From an optimization exercise on the open Yosys and OpenROAD flow, aimed at small area, a short achievable clock period and few clock cycles per item; shortcuts taken in it are not production practice. The RTL was checked by simulation tests, not by an equivalence proof against the original design. Power and IR drop assume default switching activity.

`flow/design.v`:
```
package fbr_pkg;
    localparam int NUM_SLOTS = 64;
    localparam int SLOT_W    = 6;
    localparam int OCC_W     = 7;
    localparam int CFG_IDX_W = 2;
    localparam int CFG_DAT_W = 7;
    localparam logic [1:0] SEC_NONE   = 2'd0;
    localparam logic [1:0] SEC_NEW    = 2'd1;
    localparam logic [1:0] SEC_MIDDLE = 2'd2;
    localparam logic [1:0] SEC_OLD    = 2'd3;
    localparam logic CMD_ALLOC = 1'b0;
    localparam logic CMD_USE   = 1'b1;
    localparam logic [CFG_IDX_W-1:0] REG_SLOTS_IN_USE = 2'd0;
    localparam logic [CFG_IDX_W-1:0] REG_NEW_SIZE     = 2'd1;
    localparam logic [CFG_IDX_W-1:0] REG_OLD_SIZE     = 2'd2;
    typedef struct packed {
        logic              rd_en;
        logic [SLOT_W-1:0] rd_addr;
        logic              wr_en;
        logic [SLOT_W-1:0] wr_addr;
        logic [1:0]        wr_sec;
    } t_mem_req;
endpackage
import fbr_pkg::*;
module fbr_slot_store #(
    parameter int COUNT_WIDTH = 16,
    parameter int STAMP_WIDTH = 32
) (
    input  logic                   i_clk,
    input  logic                   i_rst_n,
    input  fbr_pkg::t_mem_req      i_req,
    input  logic [COUNT_WIDTH-1:0] i_wr_cnt,
    input  logic [STAMP_WIDTH-1:0] i_wr_stmp,
    output logic [1:0]             o_rd_sec,
    output logic [COUNT_WIDTH-1:0] o_rd_cnt,
    output logic [STAMP_WIDTH-1:0] o_rd_stmp
);
    localparam int ENT_W = 2 + COUNT_WIDTH + STAMP_WIDTH;
    logic [ENT_W-1:0]     mem [NUM_SLOTS];
    logic [NUM_SLOTS-1:0] r_placed;
    logic [ENT_W-1:0]     r_rd_data;
    logic                 r_rd_placed;
    always_ff @(posedge i_clk) begin
        if (i_req.wr_en) begin
            mem[i_req.wr_addr] <= {i_req.wr_sec, i_wr_cnt, i_wr_stmp};
        end
        if (i_req.rd_en) begin
            r_rd_data <= mem[i_req.rd_addr];
        end
    end
    always_ff @(posedge i_clk) begin
        if (!i_rst_n) begin
            r_placed    <= '0;
            r_rd_placed <= 1'b0;
        end else begin
            if (i_req.wr_en) begin
                r_placed[i_req.wr_addr] <= 1'b1;
            end
            if (i_req.rd_en) begin
                r_rd_placed <= r_placed[i_req.rd_addr];
            end
        end
    end
    assign o_rd_sec  = r_rd_placed ? r_rd_data[ENT_W-1 -: 2] : SEC_NONE;
    assign o_rd_cnt  = r_rd_data[STAMP_WIDTH +: COUNT_WIDTH];
    assign o_rd_stmp = r_rd_data[STAMP_WIDTH-1:0];
endmodule
import fbr_pkg::*;
module frequency_based_block_replacement #(
    parameter int COUNT_WIDTH = 16,
    parameter int STAMP_WIDTH = 32
) (
    input  logic                 i_clk,
    input  logic                 i_rst_n,
    input  logic                 i_in_valid,
    output logic                 o_in_ready,
    input  logic                 i_in_command,
    input  logic [SLOT_W-1:0]    i_in_slot_index,
    output logic                 o_out_valid,
    input  logic                 i_out_ready,
    output logic [SLOT_W-1:0]    o_out_chosen_slot,
    output logic                 o_out_was_unused,
    input  logic                 i_cfg_valid,
    output logic                 o_cfg_ready,
    input  logic [CFG_IDX_W-1:0] i_cfg_index,
    input  logic [CFG_DAT_W-1:0] i_cfg_data
);
    localparam int NE = NUM_SLOTS;
    localparam int CW = COUNT_WIDTH;
    logic [SLOT_W-1:0] e_id  [NE];
    logic [CW-1:0]     e_cnt [NE];
    logic [1:0]        e_sec [NE];
    logic [NE-1:0]     e_c;
    logic [OCC_W-1:0]  r_slots_in_use;
    logic [5:0]        r_new_size, r_old_size;
    logic [OCC_W-1:0]  r_filled, r_new_occ, r_mid_occ, r_old_occ;
    logic [CW-1:0]     r_pmask;      
    logic [CW-1:0]     r_pmin;       
    logic [CW-1:0]     r_cnt_or;     
    logic              r_buf_v;
    logic              r_buf_cmd;
    logic [SLOT_W-1:0] r_buf_slot;
    logic              r_q0_v, r_q1_v;
    logic [SLOT_W-1:0] r_q0_slot, r_q1_slot;
    logic              r_q0_unused, r_q1_unused;
    logic [OCC_W-1:0] n_eff;
    logic [OCC_W:0]   size_sum;
    logic [OCC_W:0]   mid_cap;
    assign n_eff    = (r_slots_in_use > OCC_W'(NUM_SLOTS)) ? OCC_W'(NUM_SLOTS) : r_slots_in_use;
    assign size_sum = {2'b00, r_new_size} + {2'b00, r_old_size};
    assign mid_cap  = ({1'b0, n_eff} > size_sum) ? ({1'b0, n_eff} - size_sum) : '0;
    logic [NE-1:0] is_new, is_mid, is_old, is_hole;
    always_comb begin
        for (int i = 0; i < NE; i++) begin
            is_new[i]  = (e_sec[i] == SEC_NEW);
            is_mid[i]  = (e_sec[i] == SEC_MIDDLE);
            is_old[i]  = (e_sec[i] == SEC_OLD);
            is_hole[i] = (e_sec[i] == SEC_NONE);
        end
    end
    function automatic logic [NE-1:0] last_one(input logic [NE-1:0] v);
        logic seen;
        seen = 1'b0;
        for (int i = NE - 1; i >= 0; i--) begin
            last_one[i] = v[i] & !seen;
            seen = seen | v[i];
        end
    endfunction
    function automatic logic [NE-1:0] first_one(input logic [NE-1:0] v);
        logic seen;
        seen = 1'b0;
        for (int i = 0; i < NE; i++) begin
            first_one[i] = v[i] & !seen;
            seen = seen | v[i];
        end
    endfunction
    logic [NE-1:0] lnew, lmid1, lmid2, fhole, vict;
    assign lnew  = last_one(is_new);
    assign lmid1 = last_one(is_mid);
    assign lmid2 = last_one(is_mid & ~lmid1);
    assign fhole = first_one(is_hole);
    assign vict  = last_one(e_c);
    logic c_nz;
    assign c_nz = |e_c;
    logic is_alloc, fill_ok, need_ev, ev_ready, can_proc, proc;
    logic old_empty;
    assign is_alloc  = (r_buf_cmd == CMD_ALLOC);
    assign fill_ok   = (r_filled < n_eff);
    assign old_empty = (r_old_occ == '0);
    assign need_ev   = is_alloc && !fill_ok;
    assign ev_ready  = old_empty || (r_pmask[0] && c_nz);
    assign can_proc  = !r_q1_v && (!need_ev || ev_ready);
    assign proc      = r_buf_v && can_proc;
    assign o_in_ready  = !r_buf_v || can_proc;
    assign o_cfg_ready = 1'b1;
    logic use_go, fill_go, ev_go;
    assign use_go  = proc && !is_alloc && ({1'b0, r_buf_slot} < n_eff);
    assign fill_go = proc && is_alloc && fill_ok;
    assign ev_go   = proc && need_ev && !old_empty;
    logic [NE-1:0]     match;
    logic              any_match;
    logic [1:0]        sec_s;
    logic [CW-1:0]     cnt_s;
    always_comb begin
        sec_s = '0;
        cnt_s = '0;
        for (int i = 0; i < NE; i++) begin
            match[i] = !is_hole[i] && (e_id[i] == r_buf_slot);
            sec_s    = sec_s | ({2{match[i]}} & e_sec[i]);
            cnt_s    = cnt_s | ({CW{match[i]}} & e_cnt[i]);
        end
        any_match = |match;
    end
    logic was_new, was_mid, was_old;
    assign was_new = any_match && (sec_s == SEC_NEW);
    assign was_mid = any_match && (sec_s == SEC_MIDDLE);
    assign was_old = any_match && (sec_s == SEC_OLD);
    logic [CW-1:0] new_cnt;
    assign new_cnt = !any_match ? '0 : ((!was_new && cnt_s != '1) ? cnt_s + 1'b1 : cnt_s);
    logic [NE-1:0] endv, shift;
    assign endv = any_match ? match : fhole;
    logic acc;
    always_comb begin
        acc = 1'b0;
        for (int i = NE - 1; i >= 0; i--) begin
            acc      = acc | endv[i];
            shift[i] = use_go && acc;
        end
    end
    logic [OCC_W:0] occ_new1, occ_mid1;
    logic           chg, mvx, mvy, x_head, y_head, s_mid_last;
    logic [NE-1:0]  xv, yv;
    assign chg      = use_go && !was_new;
    assign occ_new1 = {1'b0, r_new_occ} + 1'b1;
    assign mvx      = chg && (occ_new1 > {2'b00, r_new_size});
    assign x_head   = (r_new_occ == '0);
    assign xv       = x_head ? '0 : lnew;
    assign occ_mid1 = {1'b0, r_mid_occ} - {7'd0, was_mid} + {7'd0, mvx};
    assign mvy      = chg && (occ_mid1 > mid_cap);
    assign s_mid_last = |(match & lmid1);
    always_comb begin
        if (|lmid1 && !s_mid_last) begin
            yv     = lmid1;
            y_head = 1'b0;
        end else if (|lmid2) begin
            yv     = lmid2;
            y_head = 1'b0;
        end else begin
            yv     = xv;
            y_head = x_head;
        end
    end
    logic [CW-1:0] cnt_y;
    always_comb begin
        cnt_y = '0;
        for (int i = 0; i < NE; i++) cnt_y = cnt_y | ({CW{yv[i]}} & e_cnt[i]);
        if (y_head) cnt_y = new_cnt;
    end
    logic          restart, step;
    logic [NE-1:0] s0, s1, c_new;
    logic [CW-1:0] m0, p0, kbit, m1, p1, ym, skip;
    logic [NE-1:0] dhi, dlo, le0, le1, le2;
    logic          z0, z1, z2;
    logic [1:0]    dmin;
    logic          ins, y_lt, y_eq, c_head;
    logic skip_seen;
    always_comb begin
        skip_seen = 1'b0;
        for (int j = CW - 1; j >= 0; j--) begin
            skip_seen = skip_seen | r_cnt_or[j];
            skip[j]   = !skip_seen;
        end
        for (int j = 0; j < CW; j += 2) skip[j+1] = skip[j];
    end
    assign restart = !c_nz && !old_empty;
    assign s0      = restart ? is_old : e_c;
    assign m0      = restart ? skip : r_pmask;
    assign p0      = restart ? '0 : r_pmin;
    assign step    = !m0[0];
    always_comb begin
        for (int j = 0; j < CW; j += 2) begin
            kbit[j]   = !m0[j] && ((j == CW - 2) || m0[(j + 2) % CW]);
            kbit[j+1] = kbit[j];
        end
        for (int i = 0; i < NE; i++) begin
            dlo[i] = 1'b0;
            dhi[i] = 1'b0;
            for (int j = 0; j < CW; j += 2) begin
                dlo[i] = dlo[i] | (e_cnt[i][j]   & kbit[j]);
                dhi[i] = dhi[i] | (e_cnt[i][j+1] & kbit[j]);
            end
        end
    end
    assign le0  = ~dhi & ~dlo;
    assign le1  = ~dhi;
    assign le2  = ~dhi | ~dlo;
    assign z0   = |(s0 & le0);
    assign z1   = |(s0 & le1);
    assign z2   = |(s0 & le2);
    assign dmin = z0 ? 2'd0 : z1 ? 2'd1 : z2 ? 2'd2 : 2'd3;
    always_comb begin
        for (int i = 0; i < NE; i++) begin
            s1[i] = s0[i] && (!step || ({dhi[i], dlo[i]} == dmin));
        end
        p1 = p0;
        for (int j = 0; j < CW; j += 2) begin
            if (step && kbit[j]) begin
                p1[j]   = dmin[0];
                p1[j+1] = dmin[1];
            end
        end
    end
    assign m1 = m0 | kbit;
    assign ins  = mvy;
    assign ym   = cnt_y & m1;
    assign y_lt = ym < p1;
    assign y_eq = ym == p1;
    always_comb begin
        if (ins && old_empty) begin
            c_new  = yv;
            c_head = y_head;
        end else if (ins && y_lt) begin
            c_new  = yv;
            c_head = y_head;
        end else if (ins && y_eq) begin
            c_new  = s1 | yv;
            c_head = y_head;
        end else begin
            c_new  = s1;
            c_head = 1'b0;
        end
        if (ev_go) c_new = c_new & ~vict;
    end
    logic [1:0] sec_mod [NE];
    logic [1:0] sec_head;
    always_comb begin
        for (int i = 0; i < NE; i++) begin
            if (ev_go && vict[i])      sec_mod[i] = SEC_NONE;
            else if (mvy && yv[i])     sec_mod[i] = SEC_OLD;
            else if (mvx && xv[i])     sec_mod[i] = SEC_MIDDLE;
            else                       sec_mod[i] = e_sec[i];
        end
        if (mvy && y_head)      sec_head = SEC_OLD;
        else if (mvx && x_head) sec_head = SEC_MIDDLE;
        else                    sec_head = SEC_NEW;
    end
    logic [SLOT_W-1:0] ev_slot;
    always_comb begin
        ev_slot = '0;
        for (int i = 0; i < NE; i++) ev_slot = ev_slot | ({SLOT_W{vict[i]}} & e_id[i]);
    end
    always_ff @(posedge i_clk) begin
        if (use_go) begin
            e_id[0]  <= r_buf_slot;
            e_cnt[0] <= new_cnt;
        end
        for (int i = 1; i < NE; i++) begin
            if (shift[i]) begin
                e_id[i]  <= e_id[i-1];
                e_cnt[i] <= e_cnt[i-1];
            end
        end
    end
    always_ff @(posedge i_clk) begin
        if (!i_rst_n) begin
            for (int i = 0; i < NE; i++) e_sec[i] <= SEC_NONE;
            e_c <= '0;
        end else begin
            if (use_go) begin
                e_sec[0] <= sec_head;
                e_c[0]   <= c_head;
            end else begin
                e_sec[0] <= sec_mod[0];
                e_c[0]   <= c_new[0];
            end
            for (int i = 1; i < NE; i++) begin
                if (shift[i]) begin
                    e_sec[i] <= sec_mod[i-1];
                    e_c[i]   <= c_new[i-1];
                end else begin
                    e_sec[i] <= sec_mod[i];
                    e_c[i]   <= c_new[i];
                end
            end
        end
    end
    logic              push;
    logic [SLOT_W-1:0] res_slot;
    logic              res_unused;
    assign push = proc;
    always_comb begin
        res_slot   = r_buf_slot;
        res_unused = 1'b0;
        if (is_alloc) begin
            if (fill_ok) begin
                res_slot   = r_filled[SLOT_W-1:0];
                res_unused = 1'b1;
            end else if (old_empty) begin
                res_slot   = '0;
            end else begin
                res_slot   = ev_slot;
            end
        end
    end
    always_ff @(posedge i_clk) begin
        if (!i_rst_n) begin
            r_slots_in_use <= 7'd64;
            r_new_size     <= 6'd16;
            r_old_size     <= 6'd16;
            r_filled       <= '0;
            r_new_occ      <= '0;
            r_mid_occ      <= '0;
            r_old_occ      <= '0;
            r_pmask        <= '1;
            r_pmin         <= '0;
            r_cnt_or       <= '0;
            r_buf_v        <= 1'b0;
            r_q0_v         <= 1'b0;
            r_q1_v         <= 1'b0;
        end else begin
            if (i_cfg_valid) begin
                case (i_cfg_index)
                    REG_SLOTS_IN_USE: r_slots_in_use <= i_cfg_data;
                    REG_NEW_SIZE:     r_new_size     <= i_cfg_data[5:0];
                    REG_OLD_SIZE:     r_old_size     <= i_cfg_data[5:0];
                    default: ;
                endcase
            end
            if (fill_go) r_filled <= r_filled + 1'b1;
            if (use_go)  r_cnt_or <= r_cnt_or | new_cnt;
            if (chg) begin
                r_new_occ <= r_new_occ + 1'b1 - {6'd0, mvx};
                r_mid_occ <= r_mid_occ - {6'd0, was_mid} + {6'd0, mvx} - {6'd0, mvy};
                r_old_occ <= r_old_occ - {6'd0, was_old} + {6'd0, mvy};
            end else if (ev_go) begin
                r_old_occ <= r_old_occ - 1'b1;
            end
            if (ins && old_empty) begin
                r_pmask <= '1;
                r_pmin  <= cnt_y;
            end else if (ins && y_lt) begin
                r_pmask <= m1;
                r_pmin  <= ym;
            end else begin
                r_pmask <= m1;
                r_pmin  <= p1;
            end
            if (i_in_valid && o_in_ready) begin
                r_buf_v <= 1'b1;
            end else if (proc) begin
                r_buf_v <= 1'b0;
            end
            if (r_q0_v && i_out_ready) begin
                if (r_q1_v) begin
                    r_q1_v <= 1'b0;
                end else if (!push) begin
                    r_q0_v <= 1'b0;
                end
            end else if (push) begin
                if (r_q0_v) r_q1_v <= 1'b1;
                else        r_q0_v <= 1'b1;
            end
        end
    end
    always_ff @(posedge i_clk) begin
        if (i_in_valid && o_in_ready) begin
            r_buf_cmd  <= i_in_command;
            r_buf_slot <= i_in_slot_index;
        end
        if (r_q0_v && i_out_ready) begin
            if (r_q1_v) begin
                r_q0_slot   <= r_q1_slot;
                r_q0_unused <= r_q1_unused;
            end else if (push) begin
                r_q0_slot   <= res_slot;
                r_q0_unused <= res_unused;
            end
        end else if (push) begin
            if (r_q0_v) begin
                r_q1_slot   <= res_slot;
                r_q1_unused <= res_unused;
            end else begin
                r_q0_slot   <= res_slot;
                r_q0_unused <= res_unused;
            end
        end
    end
    assign o_out_valid       = r_q0_v;
    assign o_out_chosen_slot = r_q0_slot;
    assign o_out_was_unused  = r_q0_unused;
endmodule
```
`flow/run.sh`:
```
#!/bin/bash
# synth_recipe.tcl (not shown) runs the flow's synth.tcl, then flattens the netlist and writes it again
# the make line also repeats each setting of config.mk as NAME=value (left out here)
make -C /OpenROAD-flow-scripts/flow DESIGN_CONFIG=/design/flow/config.mk WORK_HOME=/design/flow/orfs CLKGATE_MAP_FILE= SYNTH_SCRIPT=/design/flow/synth_recipe.tcl finish
```
`flow/config.mk`:
```
export PLATFORM = sky130hd
export DESIGN_NAME = frequency_based_block_replacement
export DESIGN_NICKNAME = frequency_based_block_replacement
export VERILOG_FILES = /design/flow/design.v
export SDC_FILE = /design/flow/constraint.sdc
export NUM_CORES = 4
export LEC_CHECK = 0
export CAP_MARGIN = 20
export CORE_MARGIN = 2
export CORE_UTILIZATION = 40
export SLEW_MARGIN = 20
```
`flow/constraint.sdc`:
```
create_clock -name core_clock -period 8.0 [get_ports {i_clk}]
set_input_delay 1.6000 -clock core_clock [delete_from_list [all_inputs] [get_ports {i_clk}]]
set_output_delay 1.6000 -clock core_clock [all_outputs]
set_load 0.01 [all_outputs]
```
==> results.toml <==
[logic_synthesis]
synth_edf_count = 1429
synth_flop_cell = "edfxtp_1"
syn_inst = 9908
yosysWarnings = 5
syn-num-nets = 10000
synthArstFlopShare = 0
ys_ff_latch = 1718
avgSynthCellArea_sq_um = 10.2
synth_seq_area_share = 0.481
synth_cell_type_count = 120
netlist_area_sq_um = 101000

[grt]
grt_max_degree = 93
gr-total-overflow = 2998
grt_usage = 0.886
grt_first_pass_wirelength_microns = 1560000
grt_pass1_vias = 147000

[floorplan]
die_h_microns = 507
die_w_microns = 507
rows = 184
initial_utilization = 0.403
ios = 31

[clock_tree]
cts_sinks = 1718
htreeDepth = 4
cts_root_buffer = "clkbuf_16"
cts_buffers = 195
clk_path_buf_depth = 3
cts_hold_buf = 0

[run_status]
stop_stage = "5_1_grt"
status = "did not finish"
firstError = "[ERROR GRT-0116] Global routing finished with congestion. Check the congestion regions in the DRC Viewer."

[placed_design]
dpl.hpwl_microns = 828000
placed_area_sq_um = 135000
port_buffers = 29
gp_congestion = 1.68
==> power groups by stage <==
stage               Combinational (uW)  Clock (uW)  Sequential, uW
floorplan                         1190           0            9780
global placement                  2990           0            9790
detailed placement                2980           0            9790
CTS                               3050        9560            9600
==> cells in the mapped netlist (154+ instances only) <==
cell         n  share of area
edfxtp_1  1429           0.42
nand2_1    791          0.029
a22oi_1    671          0.050
nor2_1     636          0.024
o21ai_0    420          0.021
xor2_1     409          0.035
clkbuf_1   406          0.015
a21oi_1    384          0.019
a22o_1     364          0.032
nand3_1    356          0.018
nor3_1     303          0.015
a221oi_1   295          0.026
dfxtp_1    289          0.057
nand4_1    282          0.017
a222oi_1   227          0.022
nor4_1     187          0.012
nand2b_1   166          0.010
a31oi_1    157         0.0097
nor2b_1    155         0.0096
xnor2_1    154          0.013
==> repair_timing <==
action                     in CTS
setup buffers                  16
pin swaps                      30
setup endpoints to repair     200
resized for setup             162
gates cloned                    0
==> routing by layer <==
metal | GRT overflow | track usage
met1 | 676 | 0.904
met2 | 897 | 0.957
met3 | 697 | 0.837
met4 | 621 | 0.810
met5 | 107 | 0.701
==> logic make-up after synthesis <==
kind of cell,count (synthesis),share of synthesized area
AO/OA/AOI/OAI,3116,0.228
other,1,0.0000371
multiplexers,167,0.0171
flip-flops,1718,0.481
buffers and inverters,798,0.0354
XOR/XNOR,563,0.0487
adder cells (fa/ha/maj),106,0.0135
AND/OR/NAND/NOR,3439,0.176
==> how the worst max path moves through the flow <==
stage	to	slack [ns]	from	cells after the start
floorplan	r_mid_occ[5]	0.007	r_buf_slot[2]	49
detailed placement	e_c[31]	-1.67	e_c[25]	40
global placement	e_c[31]	-1.95	r_buf_slot[5]	37
CTS	r_mid_occ[6]	-0.66	r_buf_slot[2]	44
==> per-stage QoR <==
| step | std cells | setup slack (ns) |
|---|---|---|
| 2_1_floorplan | 9908 | 0.00652 |
| 3_3_place_gp | 16300 | -1.95 |
| 3_5_place_dp | 16300 | -1.67 |
| 4_1_cts | 16700 | -0.658 |
Testbench counts, summed over its fixed seeds: cycles 19,530, commands 19,190.
